Background: an optimization exercise with open tools, aiming at small area and a short achievable clock period. Do not read the settings as production practice. The RTL was checked by simulation tests, not by an equivalence proof against the original design. Power and IR drop assume default switching activity.

`config.mk`:
```
export PLATFORM = sky130hd
export DESIGN_NAME = fir_tap_regfile
export DESIGN_NICKNAME = fir_tap_regfile
export VERILOG_FILES = /design/flow/design.v
export SDC_FILE = /design/flow/constraint.sdc
export NUM_CORES = 4
export LEC_CHECK = 0
export CAP_MARGIN = 20
export CORE_MARGIN = 2
export CORE_UTILIZATION = 55
export GPL_TIMING_DRIVEN = 0
export PLACE_DENSITY = 0.65
export SETUP_SLACK_MARGIN = 2.5
export SLEW_MARGIN = 20
export SYNTH_HIERARCHICAL = 1
export SYNTH_MEMORY_MAX_BITS = 8192
```
`constraint.sdc`:
```
create_clock -name core_clock -period 5.0 [get_ports {clk2}]
set_input_delay 1.0000 -clock core_clock [delete_from_list [all_inputs] [get_ports {clk2}]]
set_output_delay 1.0000 -clock core_clock [all_outputs]
set_load 0.01 [all_outputs]
```
`design.v`:
```
package fir_rf_pkg;
   localparam logic WMODE_ABS  = 1'b0;
   localparam logic WMODE_PUSH = 1'b1;
   localparam logic RMODE_ABS  = 1'b0;
   localparam logic RMODE_TAP  = 1'b1;
   localparam int DEF_WIDTH = 16;
   localparam int DEF_DEPTH = 64;
   localparam int DEF_NCH   = 4;
endpackage
module fir_rf_ptr
#(
   parameter int DEPTH  = fir_rf_pkg::DEF_DEPTH,
   parameter int ADDR_W = $clog2(DEPTH)
) (
   input  logic              clk2,
   input  logic              rst,
   input  logic              push_i,
   input  logic              clr_i,
   input  logic [ADDR_W-1:0] tap_i,
   output logic [ADDR_W-1:0] head_o,
   output logic [ADDR_W-1:0] phys_o,
   output logic              tap_hit_o,
   output logic              full_o
);
   localparam logic [ADDR_W:0] FULL_CNT = (ADDR_W+1)'(DEPTH);
   logic [ADDR_W-1:0] head_q, head_d;
   logic [ADDR_W:0]   count_q, count_d;
   logic              full_q, full_d;
   always_ff @(posedge clk2) begin
      if (rst) begin
         head_q  <= '0;
         count_q <= '0;
         full_q  <= 1'b0;
      end else begin
         head_q  <= head_d;
         count_q <= count_d;
         full_q  <= full_d;
      end
   end
   always_comb begin
      head_d  = head_q;
      count_d = count_q;
      if (clr_i) begin
         head_d  = '0;
         count_d = '0;
      end else if (push_i) begin
         head_d = head_q + ADDR_W'(1);
         if (count_q != FULL_CNT) begin
            count_d = count_q + (ADDR_W+1)'(1);
         end
      end
      full_d = (count_d == FULL_CNT);
   end
   assign head_o    = head_q;
   assign phys_o    = head_q + ~tap_i;   
   assign tap_hit_o = ({1'b0, tap_i} < count_q);
   assign full_o    = full_q;
endmodule
module fir_rf_aoi222 (
   input  logic a0, b0, a1, b1, a2, b2,
   output logic y
);
   assign y = ~((a0 & b0) | (a1 & b1) | (a2 & b2));
endmodule
module fir_rf_nand4 (
   input  logic a, b, c, d,
   output logic y
);
   assign y = ~(a & b & c & d);
endmodule
module fir_tap_regfile
#(
   parameter int WIDTH  = fir_rf_pkg::DEF_WIDTH,
   parameter int DEPTH  = fir_rf_pkg::DEF_DEPTH,
   parameter int NCH    = fir_rf_pkg::DEF_NCH,
   parameter int ADDR_W = $clog2(DEPTH),
   parameter int CH_W   = (NCH > 1) ? $clog2(NCH) : 1
) (
   input  logic                    clk2,
   input  logic                    rst,
   input  logic                    wen,
   input  logic                    wmode,
   input  logic [CH_W-1:0]         wch,
   input  logic [ADDR_W-1:0]       waddr,
   input  logic signed [WIDTH-1:0] din,
   input  logic                    ren,
   input  logic                    rmode,
   input  logic [CH_W-1:0]         rch,
   input  logic [ADDR_W-1:0]       raddr,
   output logic signed [WIDTH-1:0] dout,
   output logic                    dout_vld,
   input  logic                    clr,
   input  logic [CH_W-1:0]         clr_ch,
   output logic [NCH-1:0]          full
);
   localparam int NENT = NCH * DEPTH;           
   localparam int NTRM = NENT + 1;              
   localparam int NG3  = NTRM / 3;              
   localparam int NGRP = (NTRM + 2) / 3;        
   localparam int NQ   = (NGRP + 3) / 4;        
   logic [ADDR_W-1:0]       head_w [NCH];
   logic [ADDR_W-1:0]       phys_w [NCH];
   logic [NCH-1:0]          tap_hit_w;
   logic signed [WIDTH-1:0] dout_q, dout_d;
   logic                    vld_q;
   logic                    abs_bypass;
   logic [WIDTH-1:0]        word_q [NENT];
   logic [NENT-1:0]         rsel;
   assign abs_bypass = (rmode == fir_rf_pkg::RMODE_ABS) && wen && (wmode == fir_rf_pkg::WMODE_ABS) &&
                       (wch == rch) && (waddr == raddr);
   for (genvar c = 0; c < NCH; c++) begin : g_ch
      logic              push_c;
      logic              clr_c;
      logic              wsel_c;
      logic [ADDR_W-1:0] wa_c;
      logic              rsel_c;
      logic [ADDR_W-1:0] ra_c;
      assign clr_c  = clr && (clr_ch == CH_W'(c));
      assign wsel_c = wen && !rst && (wch == CH_W'(c));
      assign push_c = wen && (wmode == fir_rf_pkg::WMODE_PUSH) && (wch == CH_W'(c));
      fir_rf_ptr #(.DEPTH(DEPTH), .ADDR_W(ADDR_W)) u_ptr (
         .clk2      (clk2),
         .rst       (rst),
         .push_i    (push_c),
         .clr_i     (clr_c),
         .tap_i     (raddr),
         .head_o    (head_w[c]),
         .phys_o    (phys_w[c]),
         .tap_hit_o (tap_hit_w[c]),
         .full_o    (full[c])
      );
      assign wa_c = (wmode == fir_rf_pkg::WMODE_PUSH) ? head_w[c] : waddr;
      assign rsel_c = (rch == CH_W'(c)) && !abs_bypass &&
                      ((rmode == fir_rf_pkg::RMODE_ABS) || tap_hit_w[c]);
      assign ra_c   = (rmode == fir_rf_pkg::RMODE_TAP) ? phys_w[c] : raddr;
      for (genvar a = 0; a < DEPTH; a++) begin : g_word
         logic we;
         assign we = wsel_c && (wa_c == ADDR_W'(a)) &&
                     ((wmode == fir_rf_pkg::WMODE_ABS) || !clr_c);
         always_ff @(posedge clk2) begin
            if (we) begin
               word_q[c*DEPTH+a] <= din;
            end
         end
         assign rsel[c*DEPTH+a] = rsel_c && (ra_c == ADDR_W'(a));
      end
   end
   logic [NGRP*3-1:0] tsel;
   assign tsel = {{(NGRP*3-NTRM){1'b0}}, abs_bypass, rsel};
   for (genvar b = 0; b < WIDTH; b++) begin : g_bit
      logic [NGRP*3-1:0] tdat;
      logic [NQ*4-1:0]   grp_n;
      logic [NQ-1:0]     quad;
      for (genvar i = 0; i < NENT; i++) begin : g_t
         assign tdat[i] = word_q[i][b];
      end
      assign tdat[NENT] = din[b];
      if (NGRP*3 > NTRM) begin : g_pad
         assign tdat[NGRP*3-1:NTRM] = '0;
      end
      for (genvar g = 0; g < NGRP; g++) begin : g_aoi
         fir_rf_aoi222 u_aoi (
            .a0 (tsel[3*g]),   .b0 (tdat[3*g]),
            .a1 (tsel[3*g+1]), .b1 (tdat[3*g+1]),
            .a2 (tsel[3*g+2]), .b2 (tdat[3*g+2]),
            .y  (grp_n[g])
         );
      end
      if (NQ*4 > NGRP) begin : g_qpad
         assign grp_n[NQ*4-1:NGRP] = '1;
      end
      for (genvar q = 0; q < NQ; q++) begin : g_nand
         fir_rf_nand4 u_nand (
            .a (grp_n[4*q]),   .b (grp_n[4*q+1]),
            .c (grp_n[4*q+2]), .d (grp_n[4*q+3]),
            .y (quad[q])
         );
      end
      assign dout_d[b] = |quad;
   end
   always_ff @(posedge clk2) begin
      if (rst) begin
         dout_q <= '0;
         vld_q  <= 1'b0;
      end else begin
         vld_q <= ren;
         if (ren) begin
            dout_q <= dout_d;
         end
      end
   end
   assign dout     = dout_q;
   assign dout_vld = vld_q;
endmodule
```
`run.sh`:
```
#!/bin/bash
# synth_recipe.tcl (not shown) runs the flow's synth.tcl, then flattens the netlist and writes it again
# the make line also repeats each setting of config.mk as NAME=value (left out here)
make -C /OpenROAD-flow-scripts/flow DESIGN_CONFIG=/design/flow/config.mk WORK_HOME=/design/flow/orfs CLKGATE_MAP_FILE= SYNTH_SCRIPT=/design/flow/synth_recipe.tcl finish
```
==> results.txt <==
-- Yosys stat by module (local to each module, per instance), excerpt --
module / cells / flip-flops and latches / area (um^2) / times used
fir_rf_aoi222: 1 / 0 / 10.0 / 1376
fir_rf_nand4: 1 / 0 / 6.26 / 352
fir_tap_regfile: 5370 / 4113 / 130000 / 1
-- what timing repair did --
action,CTS,global route
endpoints found under the setup margin,4137,4139
buffers inserted,138,384
hold buffers,0,0
pin swaps,243,389
gates resized for setup,431,203
gates cloned,11,9
-- per-stage QoR --
stage	worst slack, ns	power, uW
2_1_floorplan	1.03	39700
3_3_place_gp	-6.33	41100
3_5_place_dp	-3.13	40900
4_1_cts	0.565	70000
5_1_grt	0.394	71500
6_report	0.393	69900
-- flip-flops by register name (all words and copies together), names as in the netlist --
| name | count |
|---|---|
| dout_q | 16 |
| g_ch.u_ptr.count_q | 28 |
| g_ch.u_ptr.full_q | 4 |
| g_ch.u_ptr.head_q | 24 |
| vld_q | 1 |
| word_q | 4096 |
-- area by class of cell --
class | instances | area [um^2] | share of cell area, %
Inverter | 64 | 253 | 0.137
Tap cell | 3570 | 4470 | 2.42
Multi-Input combinational cell | 3317 | 31500 | 17.1
Clock inverter | 228 | 2140 | 1.16
Sequential cell | 4169 | 125000 | 67.4
Antenna cell | 31 | 77.6 | 0.0420
Clock buffer | 506 | 10700 | 5.77
Timing Repair Buffer | 652 | 9870 | 5.34
Buffer | 101 | 1220 | 0.660
-- kinds of logic after synthesis --
kind of cell             share of synthesized area (%)
AO/OA/AOI/OAI                                     10.3
XOR/XNOR                                         0.350
adder cells (fa/ha/maj)                          0.487
buffers and inverters                            0.567
flip-flops                                        83.0
multiplexers                                     0.131
other                                          0.00501
AND/OR/NAND/NOR                                   5.18
-- power by group through the flow --
stage | clock (uW) | sequential [uW] | combinational, uW
after global routing | 31100 | 38400 | 2000
final | 29500 | 38400 | 1940
after CTS | 29700 | 38400 | 1840
after detailed placement | 0 | 39100 | 1710
after global placement | 0 | 39600 | 1530
after floorplan | 0 | 39200 | 511
-- final timing paths --
check                                from       endpoint  slack [ns]  cells after the start
hold / removal                     din[2]  word_q[39][2]        0.42                      1
setup / recovery  g_ch[3].u_ptr.head_q[0]      dout_q[8]        0.39                     17
setup reg to reg  g_ch[3].u_ptr.head_q[0]      dout_q[8]        0.39                     17
hold reg to reg                dout_q[15]     dout_q[15]        0.51                      2
-- cell usage in the layout, fill, tap and decap left out, drive strengths merged, types with 17 or more instances in the layout --
cell type | synthesis | layout
nor4b | 17 | 17
bufinv | 0 | 28
inv | 64 | 76
o21ai | 67 | 67
buf | 83 | 698
nor3 | 117 | 123
nor2 | 477 | 483
clkinv | 0 | 177
a222oi | 1376 | 1376
nand4 | 370 | 370
nand2 | 293 | 293
a22oi | 38 | 38
diode | 0 | 31
nor3b | 30 | 33
nand3 | 41 | 41
clkbuf | 18 | 542
nand3b | 17 | 17
nor4 | 66 | 66
ha | 52 | 52
xnor2 | 44 | 44
edfxtp | 4096 | 4096
dfxtp | 73 | 73
a21oi | 45 | 45
conb | 2 | 64
-- critical path: cells and delay by family (launching register included) --
kind	cells	cell delay, ns
buffers and inverters	3	0.51
AND/OR/NAND/NOR	6	1.66
multiplexers	1	0.20
XOR/XNOR	1	0.10
adder cells (fa/ha/maj)	2	0.50
AO/OA/AOI/OAI	4	1.07
flip-flops	1	0.36
-- metal layers --
metal / vias to the layer above / part of all wire [%] / GRT usage (%) / wire, um
li1: 36722 / - / - / -
met5: - / 0.0057 / 0 / 25
met1: 45614 / 37 / 42.7 / 163000
met4: 4 / 4.8 / 13.2 / 21200
met2: 5893 / 47 / 47.2 / 208000
met3: 869 / 11 / 5.36 / 48900
==> impl_metrics.toml <==
[floorplan]
dieArea_um2 = 277000
std_cell_rows = 191
ios = 62
die_width_um = 526
core_area_um2 = 271000
die_h_um = 526
start_util_pct = 55.3

[logic_synthesis]
ys_top_cells_by_area = "edfxtp_1, a222oi_1, nand4_1"
syn_avg_cell_area_um2 = 19.8
seq_area_frac_synth_pct = 83.0
async_reset_ff_share_pct = 0
ys_seq_elements = 4169
syn_area_um2 = 150000
netlist_instances = 7574
synth.most_common_cell = "edfxtp_1"
synth_warnings = 12
yosysTopAreaCellShare_pct = 82.0
yosysTopAreaCell = "edfxtp_1"
ys.flop_type = "edfxtp_1"
synthDistinctLibCells = 70
synthTopCellsByCount = "edfxtp_1, a222oi_1, nor2_1"
synth_edf_count = 4096

[cells_and_area]
design_area_um2 = 185000
final_cells = 12638
drive_gt1_share_pct = 24.5
fin_nets = 8806
num-fill-cells = 16938
area_delta_synth_final_pct = 23.2
post-route-util_pct = 68.2

[clocking]
max-clock-path-buffers = 4
cts_sinks = 4169
cts_max_level = 5
cts_tree = "yes"
cts-root-buf = "clkbuf_16"
numCtsBuffers = 404
clk_latency_ns = 1.00
cts.clk_slew.worst_paths_ns = 0.07

[placed_design]
io_buffers = 59
routabilityCongestion = 0.931
placed_cell_area_um2 = 161000
dp_cells = 11331
dp_hpwl_um = 268000

[routing]
vias = 89102
drc_errors = 0
avgViaCountPerCell = 7.05
ant_nets = 0
drtIter0Drc = 17868
drt_first_pass_iters = 9
wl_um = 441000
routedWlPerCell_um = 34.9

[setup_path]
timing.critical_path.mode_cell = "buf_4"
critical_path.cell_chain = "ha_4, fa_2, a21o_1, a21oi_2, xnor2_2, buf_4, mux2i_4, nor2_4, nand2_4, buf_12, nor3b_4, buf_4, a222oi_1, nand4_1, nor4_4, and4_4, a311oi_1"
slowest_stage = "a222oi_1"
worstSetupPathType = "flop to flop"
cp-end-kind = "flop"
cp.arrival_ns = 5.42
crit_fanout = 9
critPathLaunchType = "flop"
cp.required_ns = 5.82
worst_path_largest_cell_delay_ns = 0.59

[pwr]
switchingPower_uw = 14400
p_per_area_nw_per_um2 = 378
combPwrFrac_pct = 2.8
p_int_uw = 55500
p_leak_uw = 0.0567
seq_power_share_pct = 55.0
ir_drop_uv = 352
swShare_pct = 20.6
p_clk_share_pct = 42.2

[sta]
tns_ns = 0
rsz0062_at_grt = "true"
setup_viol = 0
fmax_ghz = 0.217
finalHoldViolCount = 0
fin_hold_ws_ns = 0.420
maxSlewHeadroom_pct = 29.4
min_period_ns = 4.61
slew_violations = 0
skew_ns = 0.0764
period_share_pct = 92.1
worstMarginPinSlew_ns = 1.06

[outcome]
outcome = "complete, no violations"

[global_route]
grt_use_total_pct = 30.3
grt_max_degree = 118
grt_pass1_wl_um = 602000
grt-ovfl-total = 0
grt_pass1_vias = 82871
grt_antenna_before_repair = 37

[worst_hold_path]
hold_path.class = "primary input to flop"

[run]
drv_cap = 0

afterwards: timing with drivers on the ports:
In the flow no input, the clock included, has a driving cell. The finished layout below was timed again as built, in two steps. Step 1 sets driving cells, clkbuf_16 on the clock port and buf_2 on the other inputs (assumed; they add their load-dependent delay and slew). Step 2 also shifts input and output timing later by t, the mid clock arrival at the registers, as if the neighbouring blocks saw the same clock. a / b / c = no drivers / after step 1 / after step 2; a / b = the first two.
t (ns): 1.052
setup WS [ns]: 0.393 / 0.321 / -0.731
worst hold slack (ns): 0.420 / 0.362 / 0.508
worst register clock-pin slew, ns: 0.07 / 0.07
Met with ideal ports but missed after step 2: setup timing in this run. The setup slack of this run moves by -0.072 ns with the drivers and by -1.124 ns with both steps.
